Source: an optimization exercise on an open RTL-to-GDS flow (aim: small area, a short achievable clock period and few clock cycles per item). Production flows keep margins and buffers that such runs may drop.
Only simulation tests tie the RTL to the original design; equivalence was not proved.

## flow/design.v (module list and top-level ports; edited modules follow where they fit)
// module barometer_pressure_compensation_unit: 1250 lines
module barometer_pressure_compensation_unit (
    input  wire logic        clk,
    input  wire logic        rst_n,
    input  wire logic        s_tvalid,
    output logic             s_tready,
    input  wire logic [23:0] s_tdata,
    output logic             m_tvalid,
    input  wire logic        m_tready,
    output logic [23:0]      m_tdata,
    output logic [0:0]       m_tuser,
    input  wire logic        cfg_we,
    input  wire logic [bpc_pkg::CFG_ADDR_BITS-1:0] cfg_addr,
    input  wire logic [bpc_pkg::COEF_BITS-1:0]     cfg_wdata
);
  // ...
==> flow/run.sh <==
#!/bin/bash
# synth_recipe.tcl (not shown) runs the flow's synth.tcl, then flattens the netlist and writes it again
# the make line also repeats each setting of config.mk as NAME=value (left out here)
make -C /OpenROAD-flow-scripts/flow DESIGN_CONFIG=/design/flow/config.mk WORK_HOME=/design/flow/orfs CLKGATE_MAP_FILE= SYNTH_SCRIPT=/design/flow/synth_recipe.tcl finish
==> flow/config.mk <==
export PLATFORM = sky130hd
export DESIGN_NAME = barometer_pressure_compensation_unit
export DESIGN_NICKNAME = barometer_pressure_compensation_unit
export VERILOG_FILES = /design/flow/design.v
export SDC_FILE = /design/flow/constraint.sdc
export NUM_CORES = 4
export LEC_CHECK = 0
export CAP_MARGIN = 20
export CORE_MARGIN = 2
export CORE_UTILIZATION = 40
export SLEW_MARGIN = 20
==> flow/constraint.sdc <==
create_clock -name core_clock -period 7.5 [get_ports {clk}]
set_input_delay 1.5000 -clock core_clock [delete_from_list [all_inputs] [get_ports {clk}]]
set_output_delay 1.5000 -clock core_clock [all_outputs]
set_load 0.01 [all_outputs]
==> results.ini, run 1 <==
[status]
status = finished clean

[cts]
cts_tree = yes
cts-hold-fix-buffers = 0
htree_levels = 2

[cells_and_area]
nMultiInputCombCells = 1879
seq_area_frac = 0.270
area_growth_pct = 9.70
num-nonclk-buffers = 98
clkCellAreaFrac = 0.0386
drive_gt1_frac = 0.116
final_common_cell = inv_1

[placed_design]
place_inst = 3792
io_buffers = 69

[timing]
timing.final.crit_share = 0.804
timing.slew.headroom = 0.288
hold_viol = 0

[synthesis]
synth.area.top_cells = fa_1 27%, edfxtp_1 22%, dfrtp_1 7.8%
async_flop_share = 0.299
synth_top_family_by_area = adder cells

[flow_run]
max-cap-violations = 0

[detailed_routing]
antenna_left = 0
via_count = 20300

[worst_hold_path]
min_to = temp4_reg[2]
min_delay_path_depth = 0
worstHoldStart = temp3_reg[2]

[global_route]
grt_max_degree = 81
use_met3 = 0.0207
grt_pass1_vias = 21900

[critical_path]
endpoint = ra3_reg[26]
setup.worst_path.end_class = register

[die]
tap_cells = 1030

Testbench counts, summed over its fixed seeds: cycles 12,032, items 12,000.
==> run 2, diff against run 1 <==
--- a/flow/config.mk
+++ b/flow/config.mk
@@ -8,4 +8,5 @@
 export CAP_MARGIN = 20
 export CORE_MARGIN = 2
 export CORE_UTILIZATION = 40
+export SETUP_SLACK_MARGIN = 3.5
 export SLEW_MARGIN = 20
==> run 2 against run 1 <==
Compared with the run above: still clean on timing, DRC and antenna; via count rose by 4.4%; final cell count rose by 5.4%; worst hold slack improved by 0.0012 ns; non-clock buffer count rose by 209; cell area rose by 11%; first-iteration DRC count rose by 12%; critical endpoint unchanged; highest routed layer unchanged.
==> results.ini, run 2 <==
[status]
status = finished clean  ; unchanged

[critical_path]
worstSetupPathType = reg -> reg  ; unchanged
critPathLaunchType = register  ; unchanged
path_buf_inv = 4  ; was 3
cp.required_ns = 7.79  ; was 7.78 ns
slowest_delay_ns = 0.57  ; was 1.00 ns
crit_fanout = 8  ; was 26
startpoint = x2_reg[21]  ; was p2_reg[2]
path_cells = and2_4, fa_2, fa_1, inv_2, fa_2, fa_1, fa_2, fa_2, inv_1, fa_1, inv_1, fa_2, inv_2, fa_2  ; was nand2_1, fa_1, fa_1, fa_1, fa_1, fa_1, fa_1, inv_1, fa_1, inv_1, fa_1, inv_1, fa_1
setup.worst_path.end_class = register  ; unchanged
crit-reg2reg-launch = x2_reg[21]  ; was p2_reg[2]
crit_arrival_ns = 5.45  ; was 6.31 ns
cp_slowest_cell = edfxtp_1  ; unchanged
cp_top_family = adder cells  ; unchanged
cpMostUsedCell = fa_2  ; was fa_1

[detailed_routing]
route.detailed.drc = 0  ; unchanged
drt_iter0_markers = 1194  ; was 1065
routed_wl_mm = 79.7  ; was 71.5 mm
viasPerCell = 5.21  ; was 5.25
dr.pass1.iters = 6  ; unchanged
antenna_left = 0  ; unchanged
via_count = 21200  ; was 20300
wl_per_cell_um = 19.6  ; was 18.5 µm

[cts]
htree_levels = 2  ; unchanged
clk_pin_slew_ns = 0.06  ; about the same
root_buffer = clkbuf_16  ; unchanged
cts_made_buffers = 38  ; was 39
cts-hold-fix-buffers = 0  ; unchanged
clockBufferDepth = 3  ; unchanged
clock_latency_ns = 0.56  ; about the same
cts_tree = yes  ; unchanged
cts_sinks = 321  ; unchanged

[cells_and_area]
antenna_cells = 0  ; unchanged
layout_common_cells = 401 x inv_1, 269 x fa_1, 225 x edfxtp_1  ; was 464 x inv_1, 409 x fa_1, 225 x edfxtp_1
fill_cells = 6711  ; was 7061
final_common_cell = inv_1  ; unchanged
area_growth_pct = 21.8  ; was 9.70%
largest_reg_flops = 44  ; unchanged
final_nets = 3651  ; was 3442
drive_gt1_frac = 0.309  ; was 0.116

[synthesis]
syn_avg_cell_area_um2 = 11.0  ; unchanged
yosys.cell_count.top_type = inv_1  ; unchanged
ys_seq_area_frac = 0.297  ; unchanged
synth.area.top_cells = fa_1 27%, edfxtp_1 22%, dfrtp_1 7.8%  ; unchanged
async_flop_share = 0.299  ; unchanged
ys_warn_count = 1  ; unchanged
synth.distinct_cells = 75  ; unchanged
synth_ff_type = edfxtp_1  ; unchanged
syn_nets = 3446  ; unchanged
synth_area_um2 = 30900  ; unchanged
yosys.area.top_type = fa_1  ; unchanged
ys_ff_latch = 321  ; unchanged
syn_inst = 2807  ; unchanged
synth_top_area_frac = 0.265  ; unchanged
synthTopCellsByCount = 464 x inv_1, 409 x fa_1, 225 x edfxtp_1, 202 x mux2_2, 193 x nand2_1  ; unchanged
synth-edff-count = 225  ; unchanged

[global_route]
grt_pass1_wl_mm = 125  ; was 117 mm
antenna_found_initial = 0  ; unchanged
grt_max_degree = 84  ; was 81
grt_pass1_vias = 22800  ; was 21900
track_usage = 0.202  ; was 0.186
grt-ovfl-total = 0  ; unchanged

[timing]
slew_viol_final = 0  ; unchanged
worstMarginPinSlew_ns = 0.988  ; was 1.07 ns
hold_viol = 0  ; unchanged
final.min_clock_period_ns = 5.17  ; was 6.03 ns
setup_viol = 0  ; unchanged
max_freq_mhz = 194  ; was 166 MHz
setup_slack_ns = 2.33  ; was 1.47 ns
finClkSkew_ns = 0.0237  ; was 0.0270 ns
timing.slew.headroom = 0.341  ; was 0.288
setup_tns_ns = 0  ; unchanged
timing.final.crit_share = 0.689  ; was 0.804
grt_setup_unrepaired = true  ; was false

[worst_hold_path]
min_path_type = reg -> reg  ; unchanged
worstHoldStart = temp3_reg[7]  ; was temp3_reg[2]

[die]
fp.dieW_um = 282  ; unchanged
ioPinCount = 74  ; unchanged
start_util = 0.405  ; unchanged
die_area_um2 = 79400  ; unchanged
core_area_um2 = 76200  ; unchanged
rows = 101  ; unchanged
fp.dieH_um = 282  ; unchanged

[placed_design]
gp_congestion = 0.862  ; about the same
dp_hpwl_mm = 54.3  ; was 54.1 mm
place_ws_ns = 1.88  ; was 1.49 ns
io_buffers = 69  ; unchanged

[flow_run]
max-cap-violations = 0  ; unchanged

[run 2: cell type report]
cell class	instances	area, µm²	share of cell area
Sequential cell	321	9160	0.244
Inverter	464	1750	0.0465
Timing Repair Buffer	307	3110	0.0826
Tap cell	1030	1290	0.0343
Clock inverter	16	156	0.00416
Clock buffer	51	1090	0.0291
Multi-Input combinational cell	1880	21000	0.560
[run 2: metrics by stage]
step	utilization	instances	hold slack [ns]	instance area, µm²
final	0.493	4069	0.415	37600
after CTS	0.479	4015	0.413	36500
after global routing	0.493	4069	0.422	37600
after detailed placement	0.434	3795	0.405	33000
after floorplan	-	2807	0.400	31600
after global placement	0.434	3795	0.405	33000
[run 2: worst paths after layout]
| check | end | depth (start not counted) | slack, ns |
|---|---|---|---|
| worst max-delay path | ra3_reg[26] | 14 | 2.33 |
| worst min-delay path | temp4_reg[7] | 0 | 0.42 |
| worst max register to register | ra3_reg[26] | 14 | 2.33 |
| worst min register to register | temp4_reg[7] | 0 | 0.42 |
| max in group asynchronous | c12x3_reg[3] | 2 | 5.42 |
| min in group asynchronous | a0_reg[10] | 1 | 0.85 |
[run 2: logic make-up (layout without fill, tap and decap cells)]
logic type | count (synthesis) | count (layout) | share of synthesized area
buf+inv | 607 | 838 | 0.0738
fa+ha+maj | 592 | 592 | 0.339
simple gates | 551 | 552 | 0.0904
compound gates | 437 | 437 | 0.0981
flops | 321 | 321 | 0.297
mux | 204 | 204 | 0.0743
xor+xnor | 95 | 95 | 0.0272
[run 2: per-layer routing]
layer	global-route usage	part of all wire	routed length (µm)
met5	0	0	0
met4	0.0911	0.052	4180
met3	0.0261	0.049	3940
met2	0.362	0.50	39800
met1	0.240	0.40	31800
[run 2: worst register-to-register path, cell delays in order, from the launching register on]
cell      delay (ns)
edfxtp_1        0.57
and2_4          0.26
fa_2            0.33
fa_1            0.52
inv_2           0.05
fa_2            0.41
fa_1            0.46
fa_2            0.35
fa_2            0.57
inv_1           0.06
fa_1            0.48
inv_1           0.05
fa_2            0.33
inv_2           0.06
fa_2            0.41
[run 2: what timing repair did]
action	in CTS	in global routing
gates cloned	9	2
resized for setup	275	183
pin swaps	118	104
buffers inserted	144	52
endpoints found under the setup margin	123	120
==> run 3, diff against run 2 <==
--- a/flow/config.mk
+++ b/flow/config.mk
@@ -8,5 +8,5 @@
 export CAP_MARGIN = 20
 export CORE_MARGIN = 2
 export CORE_UTILIZATION = 40
-export SETUP_SLACK_MARGIN = 3.5
+export SETUP_SLACK_MARGIN = 2.5
 export SLEW_MARGIN = 20
==> run 3 against run 2 <==
Compared with the run above: critical path depth fell by 2; setup slack got worse by 0.0070 ns; first-iteration DRC count rose by 13%; still clean; global-route usage fell by 0.78 points; die area did not move; non-clock buffer count fell by 87; via count fell by 1.8%; synthesized cell count did not move.
==> results.ini, run 3 <==
[die]
die_area_um2 = 79400  ; unchanged
rows = 101  ; unchanged
ioPinCount = 74  ; unchanged
fp.dieW_um = 282  ; unchanged
start_util = 0.405  ; unchanged
core_area_um2 = 76200  ; unchanged
fp.dieH_um = 282  ; unchanged

[critical_path]
crit_fanout = 4  ; was 8
slowest_delay_ns = 0.58  ; was 0.57 ns
cp.required_ns = 7.77  ; was 7.79 ns
path_cells = buf_12, buf_6, and2_4, fa_1, fa_1, fa_2, fa_2, fa_2, inv_2, fa_1, fa_2, fa_2  ; was and2_4, fa_2, fa_1, inv_2, fa_2, fa_1, fa_2, fa_2, inv_1, fa_1, inv_1, fa_2, inv_2, fa_2
cpMostUsedCell = fa_2  ; unchanged
setup.worst_path.end_class = register  ; unchanged
worstSetupPathType = reg -> reg  ; unchanged
cp_slowest_cell = fa_2  ; was edfxtp_1
cp_top_family = adder cells  ; unchanged
critPathLaunchType = register  ; unchanged
path_buf_inv = 3  ; was 4
crit_arrival_ns = 5.45  ; about the same

[detailed_routing]
dr.pass1.iters = 8  ; was 6
via_count = 20800  ; was 21200
routed_wl_mm = 76.4  ; was 79.7 mm
viasPerCell = 5.22  ; was 5.21
wl_per_cell_um = 19.2  ; was 19.6 µm
route.detailed.drc = 0  ; unchanged
drt_iter0_markers = 1351  ; was 1194
antenna_left = 0  ; unchanged

[synthesis]
syn_avg_cell_area_um2 = 11.0  ; unchanged
ys_warn_count = 1  ; unchanged
synth_ff_type = edfxtp_1  ; unchanged
yosys.area.top_type = fa_1  ; unchanged
ys_ff_latch = 321  ; unchanged
ys_seq_area_frac = 0.297  ; unchanged
syn_inst = 2807  ; unchanged
synth.distinct_cells = 75  ; unchanged
synth-edff-count = 225  ; unchanged
async_flop_share = 0.299  ; unchanged
synth_top_area_frac = 0.265  ; unchanged
syn_nets = 3446  ; unchanged
synth.area.top_cells = fa_1 27%, edfxtp_1 22%, dfrtp_1 7.8%  ; unchanged
synthTopCellsByCount = 464 x inv_1, 409 x fa_1, 225 x edfxtp_1, 202 x mux2_2, 193 x nand2_1  ; unchanged
synth_area_um2 = 30900  ; unchanged
yosys.cell_count.top_type = inv_1  ; unchanged

[timing]
grt_setup_unrepaired = true  ; unchanged
worstMarginPinSlew_ns = 0.982  ; was 0.988 ns
setup_viol = 0  ; unchanged
slew_viol_final = 0  ; unchanged
timing.final.crit_share = 0.690  ; was 0.689
final.min_clock_period_ns = 5.17  ; about the same
timing.slew.headroom = 0.344  ; was 0.341
setup_slack_ns = 2.33  ; about the same
finClkSkew_ns = 0.0374  ; was 0.0237 ns
hold_viol = 0  ; unchanged
max_freq_mhz = 193  ; was 194 MHz
setup_tns_ns = 0  ; unchanged

[placed_design]
io_buffers = 69  ; unchanged
place_ws_ns = 1.76  ; was 1.88 ns
gp_congestion = 0.885  ; was 0.862
dp_hpwl_mm = 54.3  ; about the same

[worst_hold_path]
min_path_type = reg -> reg  ; unchanged

[global_route]
track_usage = 0.194  ; was 0.202
antenna_found_initial = 0  ; unchanged
grt_use_met1 = 0.236  ; was 0.240
grt_max_degree = 82  ; was 84
grt_pass1_vias = 22400  ; was 22800
top_usage_layer = met2  ; unchanged
grt-ovfl-total = 0  ; unchanged
use_met3 = 0.0221  ; was 0.0261
grt_util_met2 = 0.348  ; was 0.362
grt_pass1_wl_mm = 121  ; was 125 mm

[cells_and_area]
antenna_cells = 0  ; unchanged
drive_gt1_frac = 0.213  ; was 0.309
largest_reg_flops = 44  ; unchanged
area_growth_pct = 15.9  ; was 21.8%
final_common_cell = inv_1  ; unchanged
seqCellArea_um2 = 9160  ; unchanged
final_nets = 3564  ; was 3651
layout_common_cells = 439 x inv_1, 333 x fa_1, 225 x edfxtp_1  ; was 401 x inv_1, 269 x fa_1, 225 x edfxtp_1
utilization = 0.470  ; was 0.493
fill_cells = 6852  ; was 6711
multiInputGateArea_um2 = 20100  ; was 21000 µm²

[cts]
cts_sinks = 321  ; unchanged
cts_tree = yes  ; unchanged
clk_pin_slew_ns = 0.06  ; about the same
clock_latency_ns = 0.56  ; about the same
root_buffer = clkbuf_16  ; unchanged
clockBufferDepth = 3  ; unchanged
cts_made_buffers = 39  ; was 38
cts-hold-fix-buffers = 0  ; unchanged
htree_levels = 2  ; unchanged

[status]
status = finished clean  ; unchanged

[flow_run]
max-cap-violations = 0  ; unchanged

## run 3: cell count changes in the layout (fill, tap and decap cells not counted), moves of 19 or more
| cell | delta |
|---|---|
| a21oi_1 | +24 |
| a21oi_2 | -19 |
| and2_1 | +21 |
| and2_4 | -21 |
| buf_4 | -32 |
| buf_6 | -45 |
| fa_1 | +64 |
| fa_2 | -64 |
| ha_1 | +23 |
| inv_1 | +38 |
| inv_2 | -36 |
## run 3: kinds of logic (layout without fill, tap and decap cells)
group           after synthesis  after routing  share of synthesized area
compound gates              437            437                     0.0981
xor+xnor                     95             95                     0.0272
fa+ha+maj                   592            592                      0.339
buf+inv                     607            754                     0.0738
flops                       321            321                      0.297
mux                         204            204                     0.0743
simple gates                551            551                     0.0904
## run 3: routing by layer
layer	share of wire	up-vias	wire [µm]
met4	0.043	0	3290
met3	0.046	181	3500
met1	0.41	10400	31100
met2	0.50	655	38500
met5	0	-	0
li1	-	9549	-
## run 3: cell type report
type | instances | area share
multi-input cells | 1879 | 0.563
clock buffers | 47 | 0.0297
inverters | 464 | 0.0487
flip-flops and latches | 321 | 0.256
repair buffers | 220 | 0.0601
well taps | 1030 | 0.0360
clock inverters | 23 | 0.00671
## run 3: worst paths after layout
check	slack [ns]	cells past startpoint	endpoint	start
max in group asynchronous	5.45	2	c12x3_reg[0]	rst_n
hold / removal	0.42	0	temp4_reg[0]	temp3_reg[0]
min in group asynchronous	0.90	1	b2x3_reg[13]	rst_n
hold reg to reg	0.42	0	temp4_reg[0]	temp3_reg[0]
setup / recovery	2.33	12	ra3_reg[26]	p2_reg[1]
setup reg to reg	2.33	12	ra3_reg[26]	p2_reg[1]
## run 3: worst register-to-register path: cells and delay by family (launching register included)
kind / cells / cell delay, ns
buffers and inverters: 3 / 0.35
DFF: 1 / 0.46
adders and majority gates: 8 / 3.95
and+or+nand+nor: 1 / 0.13
## run 3: timing repair
item,4_1_cts,5_1_grt
cloned,3,2
endpoints found under the setup margin,61,45
buffers inserted,81,34
pin swaps,51,94
gates resized for setup,136,128
## run 3: metrics by stage
| step | cell area [µm²] | cells | hold WS [ns] |
|---|---|---|---|
| after global placement | 32600 | 3794 | 0.404 |
| after global routing | 35800 | 3984 | 0.421 |
| after detailed placement | 32600 | 3794 | 0.405 |
| after floorplan | 31000 | 2807 | 0.400 |
| after CTS | 35100 | 3948 | 0.419 |
| final | 35800 | 3984 | 0.417 |

==> separate check: timing with driven ports <==
How much do the figures lean on ideal ports? The routed layouts below were timed once more, with nothing changed but the port constraints. Step 1 assumes that a clkbuf_16 drives the clock port and a buf_2 every other input. Step 2, shift: input delay + t, output delay - t, t = (earliest + latest rising clock arrival at the registers) / 2. This alone moves slack from input paths to output paths. a / b / c = ideal / step 1 / step 2; a / b = the first two.
run	shift t [ns]	slack for setup (ns)	worst hold slack (ns)	pins driven straight from the clock port
run 1	0.605	1.472 / 1.472 / 1.472	0.414 / 0.414 / 0.414	1
run 2	0.612	2.333 / 2.333 / 2.333	0.415 / 0.415 / 0.415	1
run 3	0.610	2.326 / 2.326 / 2.326	0.417 / 0.417 / 0.417	1
After both steps every run listed still meets setup and hold.
